Source: an optimization exercise on an open RTL-to-GDS flow (aim: a short achievable clock period and few clock cycles). Production flows keep margins and buffers that such runs may drop. Function was checked by simulation only, so behaviour that the tests miss may differ from the original. Power figures rest on the tool's default switching activity, not on a simulated workload.

`design/flow/config.mk`:
```
export PLATFORM = sky130hd
export DESIGN_NAME = DCacheTop
export DESIGN_NICKNAME = DCacheTop
export VERILOG_FILES = /design/flow/design.v
export SDC_FILE = /design/flow/constraint.sdc
export NUM_CORES = 4
export LEC_CHECK = 0
export CAP_MARGIN = 20
export CORE_MARGIN = 2
export CORE_UTILIZATION = 40
export SLEW_MARGIN = 20
```
`design/flow/constraint.sdc`:
```
create_clock -name core_clock -period 5.5 [get_ports {clk}]
set_input_delay 1.1000 -clock core_clock [delete_from_list [all_inputs] [get_ports {clk}]]
set_output_delay 1.1000 -clock core_clock [all_outputs]
set_load 0.01 [all_outputs]
```
`design/flow/design.v`:
```
`default_nettype none
package CacheTypes;
    typedef enum logic [1:0] {
        CacheCommand_WriteThrough = 2'd0,
        CacheCommand_Replace      = 2'd1,
        CacheCommand_Invalidate   = 2'd2
    } CacheCommand;
    typedef enum logic [1:0] {
        CacheOp_Load  = 2'd0,
        CacheOp_Store = 2'd1,
        CacheOp_Flush = 2'd2
    } CacheOp;
endpackage
`default_nettype wire
`timescale 1ns/1ps
`default_nettype none
module DCacheArray (
    input  logic clk,
    input  logic rst,
    input  logic writeEnable,
    input  logic [3-1:0] index,
    input  logic writeValid,
    input  logic [7-1:0] writeTag,
    input  logic [((1 << 2) * 32)-1:0] writeData,
    output logic readValid,
    output logic [7-1:0] readTag,
    output logic [((1 << 2) * 32)-1:0] readData
);
    localparam int LineCount = 1 << 3;
    logic [LineCount-1:0] validBits;
    logic [7-1:0] tags [LineCount];
    logic [((1 << 2) * 32)-1:0] lines [LineCount];
    always_ff @(posedge clk) begin
        if (rst) begin
            validBits <= '0;
        end else if (writeEnable) begin
            validBits[index] <= writeValid;
        end
    end
    always_ff @(posedge clk) begin
        if (writeEnable) begin
            tags[index] <= writeTag;
            lines[index] <= writeData;
        end
    end
    assign readValid = validBits[index];
    assign readTag = tags[index];
    assign readData = lines[index];
endmodule
`default_nettype wire
`timescale 1ns/1ps
`default_nettype none
module DCacheReplacer (
    input  logic clk,
    input  logic rst,
    input  logic enable,
    input  CacheTypes::CacheCommand command,
    input  logic [(7 + 3)-1:0] commandAddr,
    output logic done,
    output logic arrayWriteEnable,
    output logic [3-1:0] arrayIndex,
    output logic arrayWriteValid,
    output logic [7-1:0] arrayWriteTag,
    output logic [((1 << 2) * 32)-1:0] arrayWriteData,
    input  logic [((1 << 2) * 32)-1:0] arrayReadData,
    output logic [(7 + 3)-1:0] memAddr,
    output logic memReadEnable,
    output logic memWriteEnable,
    output logic [((1 << 2) * 32)-1:0] memWriteValue,
    input  logic memReadDone,
    input  logic memWriteDone,
    input  logic [((1 << 2) * 32)-1:0] memReadValue
);
    typedef enum logic [2:0] {
        StateNone                 = 3'h0,
        StateReadCache            = 3'h1,
        StateWriteMemory          = 3'h2,
        StateInvalidateForReplace = 3'h3,
        StateReadMemory           = 3'h4,
        StateWriteCache           = 3'h5,
        StateInvalidate           = 3'h6
    } State;
    State state;
    State nextState;
    logic [((1 << 2) * 32)-1:0] lineReg;
    assign arrayIndex = commandAddr[3-1:0];
    assign arrayWriteTag = commandAddr[(7 + 3)-1:3];
    assign arrayWriteEnable = (state == StateInvalidate)
                           || (state == StateInvalidateForReplace)
                           || (state == StateWriteCache);
    assign arrayWriteValid = (state == StateWriteCache);
    assign arrayWriteData = lineReg;
    assign memAddr = commandAddr;
    assign memReadEnable = (state == StateReadMemory);
    assign memWriteEnable = (state == StateWriteMemory);
    assign memWriteValue = lineReg;
    assign done = ((state == StateWriteMemory) && memWriteDone)
               || (state == StateWriteCache)
               || (state == StateInvalidate);
    always_comb begin
        nextState = state;
        case (state)
            StateNone: begin
                if (enable) begin
                    case (command)
                        CacheTypes::CacheCommand_WriteThrough: nextState = StateReadCache;
                        CacheTypes::CacheCommand_Replace:      nextState = StateInvalidateForReplace;
                        CacheTypes::CacheCommand_Invalidate:   nextState = StateInvalidate;
                        default:                   nextState = StateNone;
                    endcase
                end
            end
            StateReadCache: nextState = StateWriteMemory;
            StateWriteMemory: begin
                if (memWriteDone) begin
                    nextState = StateNone;
                end
            end
            StateInvalidateForReplace: nextState = StateReadMemory;
            StateReadMemory: begin
                if (memReadDone) begin
                    nextState = StateWriteCache;
                end
            end
            StateWriteCache: nextState = StateNone;
            StateInvalidate: nextState = StateNone;
            default: nextState = StateNone;
        endcase
    end
    always_ff @(posedge clk) begin
        if (rst) begin
            state <= StateNone;
        end else begin
            state <= nextState;
        end
    end
    always_ff @(posedge clk) begin
        if (state == StateReadCache) begin
            lineReg <= arrayReadData;
        end else if ((state == StateReadMemory) && memReadDone) begin
            lineReg <= memReadValue;
        end
    end
endmodule
`default_nettype wire
`timescale 1ns/1ps
`default_nettype none
module DCacheController (
    input  logic clk,
    input  logic rst,
    input  logic reqValid,
    input  CacheTypes::CacheOp reqOp,
    input  logic [((7 + 3) + 2)-1:0] reqAddr,
    input  logic [32-1:0] reqData,
    output logic busy,
    output logic respDone,
    output logic [32-1:0] respData,
    output logic replacerEnable,
    output CacheTypes::CacheCommand replacerCommand,
    output logic [(7 + 3)-1:0] replacerAddr,
    input  logic replacerDone,
    input  logic rplWriteEnable,
    input  logic [3-1:0] rplIndex,
    input  logic rplWriteValid,
    input  logic [7-1:0] rplWriteTag,
    input  logic [((1 << 2) * 32)-1:0] rplWriteData,
    output logic arrayWriteEnable,
    output logic [3-1:0] arrayIndex,
    output logic arrayWriteValid,
    output logic [7-1:0] arrayWriteTag,
    output logic [((1 << 2) * 32)-1:0] arrayWriteData,
    input  logic arrayReadValid,
    input  logic [7-1:0] arrayReadTag,
    input  logic [((1 << 2) * 32)-1:0] arrayReadData
);
    typedef enum logic [2:0] {
        StateIdle, StateLookup, StateIssue, StateWaitReplacer, StateMerge, StateRespond
    } State;
    State state;
    State nextState;
    CacheTypes::CacheCommand cmdReg;
    CacheTypes::CacheCommand nextCmd;
    CacheTypes::CacheOp opReg;
    logic [((7 + 3) + 2)-1:0] addrReg;
    logic [32-1:0] dataReg;
    logic [2-1:0] addrOffset;
    logic [3-1:0] addrIndex;
    logic [7-1:0] addrTag;
    logic hit;
    logic replacerActive;
    logic [((1 << 2) * 32)-1:0] mergedLine;
    assign addrOffset = addrReg[2-1:0];
    assign addrIndex = addrReg[2 +: 3];
    assign addrTag = addrReg[((7 + 3) + 2)-1 -: 7];
    assign hit = arrayReadValid && (arrayReadTag == addrTag);
    assign busy = (state != StateIdle);
    assign respDone = (state == StateRespond);
    assign respData = arrayReadData[addrOffset * 32 +: 32];
    assign replacerEnable = (state == StateIssue);
    assign replacerCommand = cmdReg;
    assign replacerAddr = addrReg[((7 + 3) + 2)-1:2];
    always_comb begin
        mergedLine = arrayReadData;
        mergedLine[addrOffset * 32 +: 32] = dataReg;
    end
    assign replacerActive = (state == StateIssue) || (state == StateWaitReplacer);
    always_comb begin
        if (replacerActive) begin
            arrayWriteEnable = rplWriteEnable;
            arrayIndex = rplIndex;
            arrayWriteValid = rplWriteValid;
            arrayWriteTag = rplWriteTag;
            arrayWriteData = rplWriteData;
        end else begin
            arrayWriteEnable = (state == StateMerge);
            arrayIndex = addrIndex;
            arrayWriteValid = 1'b1;
            arrayWriteTag = addrTag;
            arrayWriteData = mergedLine;
        end
    end
    always_comb begin
        nextState = state;
        nextCmd = cmdReg;
        case (state)
            StateIdle: begin
                if (reqValid) begin
                    nextState = StateLookup;
                end
            end
            StateLookup: begin
                case (opReg)
                    CacheTypes::CacheOp_Load,
                    CacheTypes::CacheOp_Store: begin
                        if (!hit) begin
                            nextState = StateIssue;
                            nextCmd = CacheTypes::CacheCommand_Replace;
                        end else if (opReg == CacheTypes::CacheOp_Store) begin
                            nextState = StateMerge;
                        end else begin
                            nextState = StateRespond;
                        end
                    end
                    CacheTypes::CacheOp_Flush: begin
                        nextState = StateIssue;
                        nextCmd = CacheTypes::CacheCommand_Invalidate;
                    end
                    default: nextState = StateRespond;
                endcase
            end
            StateIssue: nextState = StateWaitReplacer;
            StateWaitReplacer: begin
                if (replacerDone) begin
                    if ((cmdReg == CacheTypes::CacheCommand_Replace) && (opReg == CacheTypes::CacheOp_Store)) begin
                        nextState = StateMerge;
                    end else begin
                        nextState = StateRespond;
                    end
                end
            end
            StateMerge: begin
                nextState = StateIssue;
                nextCmd = CacheTypes::CacheCommand_WriteThrough;
            end
            StateRespond: nextState = StateIdle;
            default: nextState = StateIdle;
        endcase
    end
    always_ff @(posedge clk) begin
        if (rst) begin
            state <= StateIdle;
            cmdReg <= CacheTypes::CacheCommand_WriteThrough;
        end else begin
            state <= nextState;
            cmdReg <= nextCmd;
        end
    end
    always_ff @(posedge clk) begin
        if ((state == StateIdle) && reqValid) begin
            opReg <= reqOp;
            addrReg <= reqAddr;
            dataReg <= reqData;
        end
    end
endmodule
`default_nettype wire
`timescale 1ns/1ps
`default_nettype none
module DCacheTop (
    input  logic clk,
    input  logic rst,
    input  logic reqValid,
    input  logic [1:0] reqOp,
    input  logic [((7 + 3) + 2)-1:0] reqAddr,
    input  logic [32-1:0] reqData,
    output logic busy,
    output logic respDone,
    output logic [32-1:0] respData,
    output logic [(7 + 3)-1:0] memAddr,
    output logic memReadEnable,
    output logic memWriteEnable,
    output logic [((1 << 2) * 32)-1:0] memWriteValue,
    input  logic memReadDone,
    input  logic memWriteDone,
    input  logic [((1 << 2) * 32)-1:0] memReadValue
);
    logic replacerEnable;
    CacheTypes::CacheCommand replacerCommand;
    logic [(7 + 3)-1:0] replacerAddr;
    logic replacerDone;
    logic rplWriteEnable;
    logic [3-1:0] rplIndex;
    logic rplWriteValid;
    logic [7-1:0] rplWriteTag;
    logic [((1 << 2) * 32)-1:0] rplWriteData;
    logic arrayWriteEnable;
    logic [3-1:0] arrayIndex;
    logic arrayWriteValid;
    logic [7-1:0] arrayWriteTag;
    logic [((1 << 2) * 32)-1:0] arrayWriteData;
    logic arrayReadValid;
    logic [7-1:0] arrayReadTag;
    logic [((1 << 2) * 32)-1:0] arrayReadData;
    DCacheController DCacheController_inst (
        .clk(clk), .rst(rst),
        .reqValid(reqValid), .reqOp(reqOp), .reqAddr(reqAddr), .reqData(reqData),
        .busy(busy), .respDone(respDone), .respData(respData),
        .replacerEnable(replacerEnable), .replacerCommand(replacerCommand),
        .replacerAddr(replacerAddr), .replacerDone(replacerDone),
        .rplWriteEnable(rplWriteEnable), .rplIndex(rplIndex),
        .rplWriteValid(rplWriteValid), .rplWriteTag(rplWriteTag),
        .rplWriteData(rplWriteData),
        .arrayWriteEnable(arrayWriteEnable), .arrayIndex(arrayIndex),
        .arrayWriteValid(arrayWriteValid), .arrayWriteTag(arrayWriteTag),
        .arrayWriteData(arrayWriteData),
        .arrayReadValid(arrayReadValid), .arrayReadTag(arrayReadTag),
        .arrayReadData(arrayReadData)
    );
    DCacheReplacer DCacheReplacer_inst (
        .clk(clk), .rst(rst),
        .enable(replacerEnable), .command(replacerCommand),
        .commandAddr(replacerAddr), .done(replacerDone),
        .arrayWriteEnable(rplWriteEnable), .arrayIndex(rplIndex),
        .arrayWriteValid(rplWriteValid), .arrayWriteTag(rplWriteTag),
        .arrayWriteData(rplWriteData), .arrayReadData(arrayReadData),
        .memAddr(memAddr), .memReadEnable(memReadEnable),
        .memWriteEnable(memWriteEnable), .memWriteValue(memWriteValue),
        .memReadDone(memReadDone), .memWriteDone(memWriteDone),
        .memReadValue(memReadValue)
    );
    DCacheArray DCacheArray_inst (
        .clk(clk), .rst(rst),
        .writeEnable(arrayWriteEnable), .index(arrayIndex),
        .writeValid(arrayWriteValid), .writeTag(arrayWriteTag),
        .writeData(arrayWriteData),
        .readValid(arrayReadValid), .readTag(arrayReadTag), .readData(arrayReadData)
    );
endmodule
`default_nettype wire
```
`design/flow/run.sh`:
```
#!/bin/bash
# synth_recipe.tcl (not shown) runs the flow's synth.tcl, then flattens the netlist and writes it again
# the make line also repeats each setting of config.mk as NAME=value (left out here)
make -C /OpenROAD-flow-scripts/flow DESIGN_CONFIG=/design/flow/config.mk WORK_HOME=/design/flow/orfs CLKGATE_MAP_FILE= SYNTH_SCRIPT=/design/flow/synth_recipe.tcl finish
```
==> summary.md <==
| Metric | Value |
|---|---|
| TritonCTS clock tree | `done` |
| Synth unique cells | `50` |
| Die width | `363 um` |
| Pwr Total | `33.5 mW` |
| Primary FF master, synth | `edfxtp_1` |
| Reg-to-reg slack, setup | `1.92 ns` |
| Share of the clock period used by the worst path | `92.3%` |
| Iter 0 DRT Violations | `3,894` |
| Synth area leader | `edfxtp_1` |
| IO Count | `353` |
| Clk Latency, worst-skew pair | `0.75 ns` |
| Maximum clock frequency | `197 MHz` |
| Final Critical Period | `5.08 ns` |
| Pre-antenna DRT Iters | `5` |
| Type of the most critical hold path | `reg -> reg` |
| Asr flop ratio synth | `0%` |
| Final hold vios | `0` |
| CTS max path bufs | `3` |
| Hold_sp | `DCacheArray_inst.validBits[5]` |
| RSZ-0062 raised after global routing | `no` |
| Crit Path Max Fanout | `21` |
| Routed Antenna Nets | `0` |
| GRT Overall Usage | `25.2%` |
| Clock slew at reported path FFs | `0.05 ns` |
| Flop and latch count out of synthesis | `1,273` |
| Hold buffer count at CTS | `0` |
| Area contributors post-synth | `edfxtp_1, mux4_2, a21oi_1` |
| Via density | `5.93` |
| Largest net degree at the start of global routing | `131` |
| Total wire length | `167,000 um` |
| Syn Inst Count | `2,866` |
| Post-synth EDFFs | `1,254` |
| DRC errors left | `0` |
| PortBufs | `352` |
| P per Cell Area | `539 nW/um^2` |
| Initial antenna violation count | `8` |
| Syn-to-layout area delta | `20.7%` |
| Yosys Warn Count | `3` |
| Post-CTS resize count | `0` |
| Layout cells sized above 1 | `18.2%` |
| Worst Path Class, Setup | `reg -> out` |
| Die Ht | `363 um` |
| Leak pwr | `20.3 nW` |
| Critical Path End Type | `output pin` |
| Post-DR wirelength/cell | `33.0 um` |
| Worst rel slew slack | `22.3%` |
| Num CTS Buffers | `138` |
| Layout Nets | `3,493` |
| Max Cap Viol | `0` |
| Hpwl dp | `111,000 um` |
| First-pass GRT wire length | `230,000 um` |
| CTS Root Cell | `clkbuf_16` |
| Origin of the critical flop-to-flop path | `DCacheController_inst.addrReg[0]` |
| Fin util | `48.7%` |
| CTS Sinks | `1,273` |
| Synth top area share | `73.1%` |
| Postcts setup bufs | `0` |
| Slew Viols, Final | `0` |
| DR vias | `30,100` |
| VDD IR-drop max | `331 uV` |
| CP startpoint kind | `register` |
| Grt ovf | `0` |
| Worst Path Arrival | `3.98 ns` |
| Setup violators final | `0` |
| WHS | `0.458 ns` |
| Vias in the first global route | `29,300` |
| Die area | `132,000 sq um` |
| Worst Path Required | `4.40 ns` |
| Mean post-synth cell area | `18.0 sq um` |
| Seq/Total Area, Yosys | `73.8%` |
| Least-Margin Pin Slew | `1.17 ns` |
| Core area | `128,000 sq um` |
| Final TNS setup | `0 ns` |
| Starting Density | `40.3%` |
| Syn Std Cell Area | `51,500 sq um` |
| Status | `complete, no violations` |
| Post-Syn Nets | `3,056` |
| Setup Skew | `0.0341 ns` |
| # rows | `131` |
| GPL Wtd Cong | `0.821` |
| H-tree Lvls | `4` |
## through the flow
stage	cells	setup WS (ns)	instance area, sq um
after floorplan	2866	-0.190	51500
after global placement	4823	1.13	57900
after detailed placement	4824	1.16	57900
after CTS	5066	0.374	62200
after global routing	5067	0.272	62200
final	5068	0.425	62200
## state kept, by name, indices dropped and copies added, names as in the netlist, named ones only
register / count
DCacheReplacer_inst.state: 3
DCacheArray_inst.validBits: 8
DCacheReplacer_inst.lineReg: 128
DCacheArray_inst.tags: 56
DCacheController_inst.addrReg: 12
DCacheController_inst.dataReg: 32
DCacheController_inst.cmdReg: 2
DCacheArray_inst.lines: 1024
DCacheController_inst.opReg: 2
DCacheController_inst.state: 3
## path summary, 6_finish.rpt
check / endpoint / depth (start not counted)
worst min register to register: DCacheArray_inst.validBits[5] / 2
worst max-delay path: respData[2] / 7
worst min-delay path: DCacheArray_inst.validBits[5] / 2
worst max register to register: DCacheArray_inst.lines[4][79] / 6
## layer usage
metal,vias to the layer above,global-route usage [%],part of all wire (%)
met4,4,7.45,2.7
li1,12300,-,-
met1,15800,34.7,39
met2,1754,37.2,45
met3,209,9.67,13
met5,-,0,0.013
## power breakdown
group / total, mW / switching, mW / internal (mW)
logic: 10.5 / 6.73 / 3.81
clock network: 8.93 / 3.77 / 5.16
registers: 14.1 / 0.790 / 13.3
total: 33.5 / 11.3 / 22.2
## worst max-delay path: stages (launching register included)
cell and delay [ns]:
dfxtp_4 0.48, buf_12 0.25, buf_4 0.41, mux4_2 0.55
mux2i_1 0.52, mux4_2 0.44, inv_1 0.05, clkdlybuf4s50_1 0.47
## Yosys cell counts, types with 7 or more instances
library cell / n
buf_2: 34
mux4_2: 293
buf_1: 12
nand3_1: 10
nor3_1: 11
dfxtp_1: 19
nand2_1: 16
a21oi_1: 397
clkbuf_1: 120
nor2_1: 412
ha_1: 11
inv_1: 45
a22oi_1: 7
mux2i_1: 152
edfxtp_1: 1254
## cell usage in the layout (no fill, tap or decap), drive strengths merged, types with 4 or more instances in the layout
cell           instances
a21oi                397
a22oi                  7
a31oi                  4
buf                  118
bufinv                 8
clkbuf               176
clkdlybuf4s50        352
clkinv                51
dfxtp                 19
edfxtp              1254
ha                    11
inv                   52
mux2i                152
mux4                 296
nand2                 16
nand3                 10
nand4                  4
nor2                 412
nor2b                  5
nor3                  11
o21ai                  4
or3                    4
xnor2                  4
## layout make-up
type	count	area [sq um]
well taps	1662	2080
clock buffers	176	3730
inverters	47	176
clock inverters	66	553
repair buffers	470	4920
diodes	1	2.50
fillers	10600	65500
flip-flops and latches	1273	38000
multi-input cells	1373	12700
## logic make-up (layout without fill, tap and decap cells)
kind of cell	after synthesis	in the layout	synth area share, %
AOI/OAI and AO/OA	430	430	4.38
xor gates and xnor gates	6	6	0.102
adders and majority gates	11	11	0.267
buffers and inverters	220	759	1.78
DFF	1273	1273	73.8
muxes	449	449	15.9
other	0	1	0
and+or+nand+nor	477	477	3.69
Testbench counts, summed over its fixed seeds: cycles 62,197.

-- afterwards: timing with drivers on the ports --
In the flow no input, the clock included, has a driving cell. The finished layout below was timed again as built, in two steps. Step 1 assumes that a clkbuf_16 drives the clock port and a buf_2 every other input. Step 2 also shifts input and output timing later by t, the mid clock arrival at the registers, as if the neighbouring blocks saw the same clock. Three values: ideal, step 1, step 2; two values: the first two.
shift t [ns]: 0.818
setup slack, ns: 0.425 / 0.343 / 1.161
hold WS [ns]: 0.458 / 0.458 / 0.458
clock arrival spread, ns: 0.042 / 0.042
After both steps this run still meets setup and hold. The setup slack of this run moves by -0.082 ns with the drivers and by +0.736 ns with both steps.
